Source: an optimization exercise on an open RTL-to-GDS flow (aim: small area). Production flows keep margins and buffers that such runs may drop.
RTL that was checked went through simulation tests only; none was proved equivalent to the original.
Power and IR drop assume default switching activity.

Setup of wip/lagoon:
Design pdm_mic_top, start of the top module:
module pdm_mic_top (
    input  logic                    clk_i,
    input  logic                    rst_n_i,
    input  logic                    clear_i,
    input  logic [7-1:0] decim_i,
    input  logic                    pdm_data_i,
    input  logic                    rd_en_i,
    output logic                    pdm_clk_o,
    output logic [16-1:0] audio_o,
    output logic                    audio_valid_o,
    output logic                    clip_o,
    output logic                    overflow_o
);
For scale: ~490 flip-flops, ~32 I/O pins, about 16000 um^2 of cells after synthesis.
==> flow/config.mk <==
export PLATFORM = sky130hd
export DESIGN_NAME = pdm_mic_top
export DESIGN_NICKNAME = pdm_mic_top
export VERILOG_FILES = /design/flow/design.v
export SDC_FILE = /design/flow/constraint.sdc
export NUM_CORES = 4
export LEC_CHECK = 0
export ABC_AREA = 1
export CAP_MARGIN = 20
export CORE_MARGIN = 2
export CORE_UTILIZATION = 70
export CTS_CLUSTER_DIAMETER = 60
export CTS_CLUSTER_SIZE = 30
export PLACE_DENSITY = 0.8
export SLEW_MARGIN = 20
==> flow/constraint.sdc <==
create_clock -name core_clock -period 10.0 [get_ports {clk_i}]
set_input_delay 2.0000 -clock core_clock [delete_from_list [all_inputs] [get_ports {clk_i}]]
set_output_delay 2.0000 -clock core_clock [all_outputs]
set_load 0.01 [all_outputs]
run.sh (not shown) runs the stock make flow with config.mk's settings and CLKGATE_MAP_FILE= SYNTH_SCRIPT=/design/flow/synth_recipe.tcl, a recipe that flattens the netlist after the stock synthesis.
Here is what was changed in the inputs of wip/indigo compared with wip/lagoon.
Settings: CTS_CLUSTER_DIAMETER removed (was 60); CTS_CLUSTER_SIZE removed (was 30).
--- outcome ---
- wip/lagoon → wip/indigo: proportion of final cell area spent on non-clock buffers level; number of fill cells in the layout moved down; final area moved up.
- | power share of the clock group | wip/indigo vs wip/lagoon | 8.1 points higher |
- wip/indigo vs wip/lagoon, maximum frequency went down by 2.2 MHz.
Inputs modified between wip/indigo and wip/juniper:
Settings: CORE_UTILIZATION now 85, was 70; PLACE_DENSITY now 0.9, was 0.8; ABC_AREA no longer set, was 1; CTS_CLUSTER_SIZE now 30, previously not set; CTS_CLUSTER_DIAMETER now 60, previously not set.
- Slowest library cell on the worst path = sky130_fd_sc_hd__o21ai_4: wip/indigo; slowest library cell on the worst path = sky130_fd_sc_hd__fa_1: wip/juniper
- For wip/indigo, the combinational family with the most area after synthesis was simple AND/OR/NAND/NOR gates, unlike wip/juniper, where it was multiplexers.
- Compared with wip/indigo, in wip/juniper adder and majority gate portion of the synthesized area flat; die outline height went down about 10%; number of clock buffer instances in the layout lower; number of flops mapped to enable cells by yosys was more or less identical; overall power decreased by 670 uW relative to the old numbers.
- wip/juniper completed every stage of the flow, and the final layout passed the timing, DRC and antenna checks.
- Compared with wip/indigo, wip/juniper shows a higher share of power burned in registers.
- The smallest hold slack was comparable across wip/juniper and wip/indigo.
- Per the comparison of wip/juniper with wip/indigo, final cell count without fillers went down, fraction of the mapped netlist area in compound gates lower.
- Looking at non-clock buffer count, wip/juniper sits 1 higher than wip/indigo does.
No functional check of the RTL was part of any run of this note.


Another version of the RTL of pdm_mic_top (not shown whole).
Size in the first run: roughly 910 cells after synthesis, roughly 490 flip-flops, roughly 0.014 mm^2 of cells after synthesis.
// pdm_mic_top
module pdm_mic_top (
    input  logic                    clk_i,
    input  logic                    rst_n_i,
    input  logic                    clear_i,
    input  logic [7-1:0] decim_i,
    input  logic                    pdm_data_i,
    input  logic                    rd_en_i,
    output logic                    pdm_clk_o,
    output logic [16-1:0] audio_o,
    output logic                    audio_valid_o,
    output logic                    clip_o,
    output logic                    overflow_o
);
clock: 10.0 ns
lec_check: 0
cap_margin: 20
core_margin: 2
core_utilization: 70
cts_cluster_diameter: 60
cts_cluster_size: 30
place_density: 0.8
slew_margin: 20
standard.sh (not shown) runs the stock make flow with config.mk's settings and CLKGATE_MAP_FILE= SYNTH_SCRIPT=/design/flow/synth_recipe.tcl, a recipe that flattens the netlist after the stock synthesis.
==> flow/flow/run.sh <==
#!/bin/bash
set -euo pipefail
export BUFFER_PORTS_ARGS="-buffer_cell sky130_fd_sc_hd__buf_1"
export CTS_ARGS="-sink_clustering_enable -repair_clock_nets -sink_clustering_size 25 -sink_clustering_max_diameter 50 -dont_use_dummy_load -root_buf sky130_fd_sc_hd__clkbuf_16 -buf_list sky130_fd_sc_hd__clkbuf_8 sky130_fd_sc_hd__clkbuf_16"
bash standard.sh > standard_flow.log 2>&1
The baseline died in 4_1_cts with STA-0564.
Edit:
==> flow/flow/run.sh (replaced) <==
#!/bin/bash
# Own flow: the standard layout (standard.sh), with the port buffers made
# from the smallest buffer cell and clock-tree synthesis without dummy loads.
set -euo pipefail
export BUFFER_PORTS_ARGS="-buffer_cell sky130_fd_sc_hd__buf_1"
export CTS_ARGS="-sink_clustering_enable -repair_clock_nets -sink_clustering_size 30 -sink_clustering_max_diameter 60 -dont_use_dummy_load"
bash standard.sh > standard_flow.log 2>&1
After rerunning: With this change the flow produced a clean layout; area after synthesis stays the same; synthesized cell count stays the same.


Another version of the RTL of pdm_mic_top (not shown whole).
For scale: about 920 cells after synthesis, about 460 flip-flops, ~32 I/O pins, roughly 13,000 um^2 of cells after synthesis.
clock: 10.0 ns
lec_check: 0
cap_margin: 20
core_margin: 2
core_utilization: 84
cts_cluster_diameter: 60
cts_cluster_size: 30
place_density: 0.9
slew_margin: 20
==> flow/flow/run.sh <==
#!/bin/bash
# Own flow: the standard layout (standard.sh), with the port buffers made
# from the smallest buffer cell, clock-tree synthesis without dummy loads,
# and a power-recovery pass (downsizing cells with timing slack) before the
# placement resize step, which then repairs slew and capacitance.
set -euo pipefail
export BUFFER_PORTS_ARGS="-buffer_cell sky130_fd_sc_hd__buf_1"
export CTS_ARGS="-sink_clustering_enable -repair_clock_nets -sink_clustering_size 30 -sink_clustering_max_diameter 60 -dont_use_dummy_load"
export PRE_RESIZE_TCL="$PWD/flow/recover.tcl"
bash standard.sh > standard_flow.log 2>&1
==> flow/flow/recover.tcl <==
# Runs in ORFS's resize step before repair_design: downsize cells that have
# timing slack to spare (the clock period is met with several ns left), then
# let the step's repair_design fix any slew or capacitance this leaves.
set_dont_use $::env(DONT_USE_CELLS)
estimate_parasitics -placement
repair_timing -setup -recover_power 100
Edit:
==> flow/flow/run.sh (replaced) <==
#!/bin/bash
# Own flow: the standard layout (standard.sh), with the port buffers made
# from the smallest buffer cell and clock-tree synthesis without dummy loads.
set -euo pipefail
export BUFFER_PORTS_ARGS="-buffer_cell sky130_fd_sc_hd__buf_1"
export CTS_ARGS="-sink_clustering_enable -repair_clock_nets -sink_clustering_size 30 -sink_clustering_max_diameter 60 -dont_use_dummy_load"
bash standard.sh > standard_flow.log 2>&1
CORE_UTILIZATION = 80   (was 84)
PLACE_DENSITY = 0.85   (was 0.9)
removed: flow/flow/recover.tcl
After rerunning: Cell area went up by 0.46%. Hold slack degrades by 29 ps. Via count drops by 6.0%. Core utilization came out lower by 3.7 points. Sequential power barely changes. Clock-buffer cell count rises by 1. Global-route usage goes down by 7.0 points.
Edit:
CORE_UTILIZATION = 84   (was 80)
PLACE_DENSITY = 0.9   (was 0.85)
Result:
- count of clock-buffer cells in the layout shrinks by 1
- total power is about the same
- wire length grows by a little under a tenth
- critical path depth does not change
- worst setup slack gets worse by 35 ps
- final cell count shrinks slightly
- synthesized cell count stays the same
- cell area hardly moves
- global-route usage grows by 4.1 points
- flip-flop and latch count does not change


north:
Another version of the RTL of pdm_mic_top (not shown whole).
Size in the first run: roughly 940 cells after synthesis, ~32 I/O pins, about 0.014 mm² of cells after synthesis.
clock: 10.0 ns
lec_check: 0
cap_margin: 20
core_margin: 2
core_utilization: 84
cts_cluster_diameter: 60
cts_cluster_size: 30
place_density: 0.9
slew_margin: 20
==> flow/flow/run.sh <==
#!/bin/bash
# Own flow: the standard layout (standard.sh), with the port buffers made
# from the smallest buffer cell and clock-tree synthesis without dummy loads.
set -euo pipefail
export BUFFER_PORTS_ARGS="-buffer_cell sky130_fd_sc_hd__buf_1"
export CTS_ARGS="-sink_clustering_enable -repair_clock_nets -sink_clustering_size 30 -sink_clustering_max_diameter 60 -dont_use_dummy_load"
bash standard.sh > standard_flow.log 2>&1
north did not finish; a tool error ended it in clock tree synthesis.
#### Input delta (south over north)
Settings: PLACE_DENSITY now 0.85, was 0.9; CORE_UTILIZATION now 80, was 84.
### Flow results
south: full flow OK, the timing, DRC and antenna checks passed
Comparing post-place setup slack for south and north, the smaller number came from north.
Between south and north, the difference in adder-cell area share of the yosys netlist is negligible.
Diff north..south | synthesized area | unchanged
[compare] base=north new=south: placer's final routability congestion estimate saw a decrease; die width saw an increase.


## purple
Another version of the RTL of pdm_mic_top (not shown whole).
For scale: roughly 490 flip-flops, ~15,000 sq um of cells after synthesis.
Settings: LEC_CHECK=0, CAP_MARGIN=20, CORE_MARGIN=2, CORE_UTILIZATION=70, CTS_CLUSTER_DIAMETER=60, CTS_CLUSTER_SIZE=30, PLACE_DENSITY=0.8, SLEW_MARGIN=20; clock period 10.0 ns.
Scripts as last shown in full above: flow/flow/run.sh
In summary, purple completed successfully, with a layout that passed the timing, DRC and antenna checks.
Input-level comparison between orange and purple:
==> flow/run.sh (new file) <==
#!/bin/bash
# synth_recipe.tcl (not shown) runs the flow's synth.tcl, then flattens the netlist and writes it again
# the make line also repeats each setting of config.mk as NAME=value (left out here)
make -C /OpenROAD-flow-scripts/flow DESIGN_CONFIG=/design/flow/config.mk WORK_HOME=/design/flow/orfs CLKGATE_MAP_FILE= SYNTH_SCRIPT=/design/flow/synth_recipe.tcl finish
removed: flow/flow/run.sh
removed: flow/standard.sh
## What came out
Looking at the reports, orange completed the entire flow and the layout it produced met the timing, DRC and antenna checks. Taking purple as 1.0, orange lands at 1.20 on combinational power. Max clock network fraction of total power across orange and purple: orange. Worst setup slack after layout in orange vs purple: down 0.11 ns. Density: orange denser than purple. Sort orange and purple by part of the total power dissipated in sequential elements asc -> top: orange. As of orange, met1 routed wirelength after detailed routing had fallen slightly compared to purple. orange against purple: remaining design rule violation count level, met2 capacity usage during global routing went up, layout clock buffer count shows an increase of 6, arrival time of data at the critical path endpoint picked up an extra 0.14 ns, count of placed standard cells in the final layout, fillers left out higher.


## before
Another version of the RTL of pdm_mic_top (not shown whole).
Size in the first run: about 480 flip-flops, roughly 14000 µm² of cells after synthesis.
export LEC_CHECK = 0
export CAP_MARGIN = 20
export CORE_MARGIN = 2
export CORE_UTILIZATION = 88
export CTS_CLUSTER_DIAMETER = 60
export CTS_CLUSTER_SIZE = 30
export PLACE_DENSITY = 0.92
export SLEW_MARGIN = 20
create_clock -name core_clock -period 10.0 [get_ports {clk_i}]
==> flow/flow/run.sh <==
#!/bin/bash
# Own flow: the standard layout (standard.sh), with the port buffers made
# from the smallest buffer cell and clock-tree synthesis without dummy loads.
set -euo pipefail
export BUFFER_PORTS_ARGS="-buffer_cell sky130_fd_sc_hd__buf_1"
export CTS_ARGS="-sink_clustering_enable -repair_clock_nets -sink_clustering_size 30 -sink_clustering_max_diameter 60 -dont_use_dummy_load"
bash standard.sh > standard_flow.log 2>&1
FAIL before @ clock tree synthesis: tool exited with error
Input-level comparison between after and before:
- a change of PLACE_DENSITY from 0.92 to 0.85
- a change of CORE_UTILIZATION from 88 to 80
Notes after the runs:
Number of buffers created by CTS: before and after compared, higher one is after. Any difference in total cell area at the placement stage between after and before is small enough to ignore. after has completed all stages; timing, DRC and antenna checks passed. Post-synth net total came out exactly the same in before and after. before → after: number of placed cells counting well taps higher; H-tree depth held steady; post-cts sizing count barely changed. before → after: detailed placement HPWL -2.9 mm, post-placement setup slack +0.20 ns, synthesized cell count ~0 delta, final weighted congestion in routability-driven placement +1.7%.


pdm_mic_top, a different RTL version from the one above (not shown whole).
Size: roughly 950 cells after synthesis, ~460 flip-flops, about 32 I/O pins.
// pdm_mic_top
module pdm_mic_top (
    input  logic                    clk_i,
    input  logic                    rst_n_i,
    input  logic                    clear_i,
    input  logic [7-1:0] decim_i,
    input  logic                    pdm_data_i,
    input  logic                    rd_en_i,
    output logic                    pdm_clk_o,
    output logic [16-1:0] audio_o,
    output logic                    audio_valid_o,
    output logic                    clip_o,
    output logic                    overflow_o
);
    logic        pdm_bit;      
    logic        pdm_valid;
    logic [2:0]  phase;
    logic [16:0] pcm_word;     
    logic        pcm_valid;
    logic [16:0] fifo_word;
    logic        fifo_empty;
    logic        fifo_pop;
    pdm_sampler pdm_sampler_i (
        .clk_i       (clk_i),
        .rst_n_i     (rst_n_i),
        .pdm_data_i  (pdm_data_i),
        .pdm_clk_o   (pdm_clk_o),
        .pdm_bit_o   (pdm_bit),
        .pdm_valid_o (pdm_valid),
        .phase_o     (phase)
    );
    cic_filter cic_filter_i (
        .clk_i       (clk_i),
        .rst_n_i     (rst_n_i),
        .clear_i     (clear_i),
        .decim_i     (decim_i),
        .pdm_bit_i   (pdm_bit),
        .pdm_valid_i (pdm_valid),
        .pcm_o       (pcm_word),
        .pcm_valid_o (pcm_valid)
    );
  ...
clock: 10.0 ns
lec_check: 0
cap_margin: 20
core_margin: 2
core_utilization: 82
cts_cluster_diameter: 60
cts_cluster_size: 30
place_density: 0.88
slew_margin: 20
Scripts as last shown in full above: flow/flow/run.sh
The starting point ran to the end with no violations.
Then changed:
==> flow/flow/run.sh (replaced) <==
#!/bin/bash
# Own flow: the standard layout (standard.sh), with the port buffers made
# from the smallest buffer cell, clock-tree synthesis without dummy loads,
# and a power-recovery pass (downsizing cells with timing slack) before the
# placement resize step, which then repairs slew and capacitance.
set -euo pipefail
export BUFFER_PORTS_ARGS="-buffer_cell sky130_fd_sc_hd__buf_1"
export CTS_ARGS="-sink_clustering_enable -repair_clock_nets -sink_clustering_size 30 -sink_clustering_max_diameter 60 -dont_use_dummy_load"
export PRE_RESIZE_TCL="$PWD/flow/recover.tcl"
bash standard.sh > standard_flow.log 2>&1
==> flow/flow/recover.tcl (new file) <==
# Runs in ORFS's resize step before repair_design: downsize cells that have
# timing slack to spare (the clock period is met with several ns left), then
# let the step's repair_design fix any slew or capacitance this leaves.
set_dont_use $::env(DONT_USE_CELLS)
estimate_parasitics -placement
repair_timing -setup -recover_power 100
--- a/flow/config.mk
+++ b/flow/config.mk
@@ -9,6 +9,6 @@
 export CORE_MARGIN = 2
-export CORE_UTILIZATION = 82
+export CORE_UTILIZATION = 83
 export CTS_CLUSTER_DIAMETER = 60
 export CTS_CLUSTER_SIZE = 30
-export PLACE_DENSITY = 0.88
+export PLACE_DENSITY = 0.9
 export SLEW_MARGIN = 20
What happened:
- via count rose by 7.1%
- maximum frequency falls by 7.0%
- register-to-register slack gets worse by 0.43 ns
- area after synthesis does not change
- total power increases by 0.72%
- core utilization grows by 2.0 points
- count of clock-buffer cells in the layout falls by 1
- sequential cell count stays the same
- critical path depth stays the same
- routed wire length climbs by 18%


v6:
pdm_mic_top again, from the RTL that the note above started with.
Settings: LEC_CHECK=0, CAP_MARGIN=20, CORE_MARGIN=2, CORE_UTILIZATION=82, CTS_CLUSTER_DIAMETER=60, CTS_CLUSTER_SIZE=30, PLACE_DENSITY=0.88, SLEW_MARGIN=20; clock period 10.0 ns.
==> flow/flow/run.sh <==
#!/bin/bash
# Own flow: the standard layout (standard.sh), with the port buffers made
# from the smallest buffer cell, clock-tree synthesis without dummy loads,
# and a power-recovery pass (downsizing cells with timing slack) before the
# placement resize step, which then repairs slew and capacitance.
set -euo pipefail
export BUFFER_PORTS_ARGS="-buffer_cell sky130_fd_sc_hd__buf_1"
export CTS_ARGS="-sink_clustering_enable -repair_clock_nets -sink_clustering_size 30 -sink_clustering_max_diameter 60 -dont_use_dummy_load"
export PRE_RESIZE_TCL="$PWD/flow/recover.tcl"
bash standard.sh > standard_flow.log 2>&1
==> flow/flow/recover.tcl <==
# Runs in ORFS's resize step before repair_design: downsize cells that have
# timing slack to spare (the clock period is met with several ns left), then
# let the step's repair_design fix any slew or capacitance this leaves.
set_dont_use $::env(DONT_USE_CELLS)
estimate_parasitics -placement
repair_timing -setup -recover_power 100
What v7 does differently from v6 at the input level:
==> flow/flow/run.sh <==
#!/bin/bash
# Own flow: the standard layout (standard.sh), with the port buffers made
# from the smallest buffer cell, clock-tree synthesis without dummy loads,
# and power recovery (downsizing of cells with timing slack) after global
# routing.
set -euo pipefail
export BUFFER_PORTS_ARGS="-buffer_cell sky130_fd_sc_hd__buf_1"
export CTS_ARGS="-sink_clustering_enable -repair_clock_nets -sink_clustering_size 30 -sink_clustering_max_diameter 60 -dont_use_dummy_load"
export RECOVER_POWER=100
bash standard.sh > standard_flow.log 2>&1
removed: flow/flow/recover.tcl
==> run notes <==
- Complete run, failing final checks: v7, reason capacitance limit, slew limit.
- Diff v6 -> v7: internal power contribution saw little to no change; sum of internal, switching and leakage power saw a decrease; worst hold slack saw a decrease.

## what the ideal ports hide
Ports are ideal in the flow. The routed layouts listed here were re-timed in OpenROAD. Step 1 (the two cells are an assumption about what drives the block):
set clk [get_ports {clk_i}]
set_driving_cell -lib_cell sky130_fd_sc_hd__clkbuf_16 $clk
set_driving_cell -lib_cell sky130_fd_sc_hd__buf_2 [delete_from_list [all_inputs] $clk]
Step 2 adds t to the input delays and takes it off the output delays; t is the mean of the earliest and latest rising clock arrival at the registers after step 1. Input paths then give back, and output paths get back, about the clock's delay inside the block. Slacks: no drivers / after step 1 / after step 2; pairs: no drivers / after step 1.
| run | t (ns) | slack for setup (ns) | hold WS [ns] | clock arrival spread, ns | worst slew at a driven data input, ns |
|---|---|---|---|---|---|
| wip/lagoon | 0.584 | 4.917 / 4.917 / 4.917 | 0.328 / 0.328 / 0.328 | 0.016 / 0.016 | 0.04 |
| wip/indigo | 0.575 | 4.860 / 4.860 / 4.860 | 0.318 / 0.318 / 0.318 | 0.016 / 0.016 | 0.04 |
| wip/juniper | 0.577 | 3.861 / 3.861 / 3.861 | 0.320 / 0.320 / 0.320 | 0.029 / 0.029 | 0.04 |
| the second run of note 2 | 0.558 | 4.431 / 4.431 / 4.431 | 0.308 / 0.308 / 0.308 | 0.040 / 0.040 | 0.04 |
| the first run of note 3 | 0.556 | 3.962 / 3.962 / 3.962 | 0.320 / 0.320 / 0.320 | 0.034 / 0.034 | 0.06 |
| the second run of note 3 | 0.549 | 4.543 / 4.543 / 4.543 | 0.291 / 0.291 / 0.291 | 0.061 / 0.061 | 0.03 |
| the third run of note 3 | 0.558 | 4.508 / 4.508 / 4.508 | 0.331 / 0.331 / 0.331 | 0.052 / 0.052 | 0.04 |
| south | 0.557 | 4.231 / 4.231 / 4.231 | 0.288 / 0.288 / 0.288 | 0.078 / 0.078 | 0.05 |
| purple | 0.559 | 5.062 / 5.062 / 5.062 | 0.299 / 0.299 / 0.299 | 0.061 / 0.060 | 0.04 |
| orange | 0.585 | 4.949 / 4.949 / 4.949 | 0.329 / 0.329 / 0.329 | 0.031 / 0.031 | 0.04 |
| after | 0.554 | 4.225 / 4.225 / 4.225 | 0.300 / 0.300 / 0.300 | 0.044 / 0.045 | 0.03 |
| the first run of note 7 | 0.556 | 4.324 / 4.324 / 4.324 | 0.282 / 0.282 / 0.282 | 0.060 / 0.060 | 0.04 |
| the second run of note 7 | 0.556 | 3.899 / 3.899 / 3.899 | 0.307 / 0.307 / 0.307 | 0.061 / 0.061 | 0.05 |
| v6 | 0.558 | 3.985 / 3.985 / 3.985 | 0.295 / 0.295 / 0.295 | 0.061 / 0.061 | 0.05 |
| v7 | 0.556 | 3.296 / 3.296 / 3.296 | 0.281 / 0.281 / 0.281 | 0.060 / 0.059 | 0.05 |
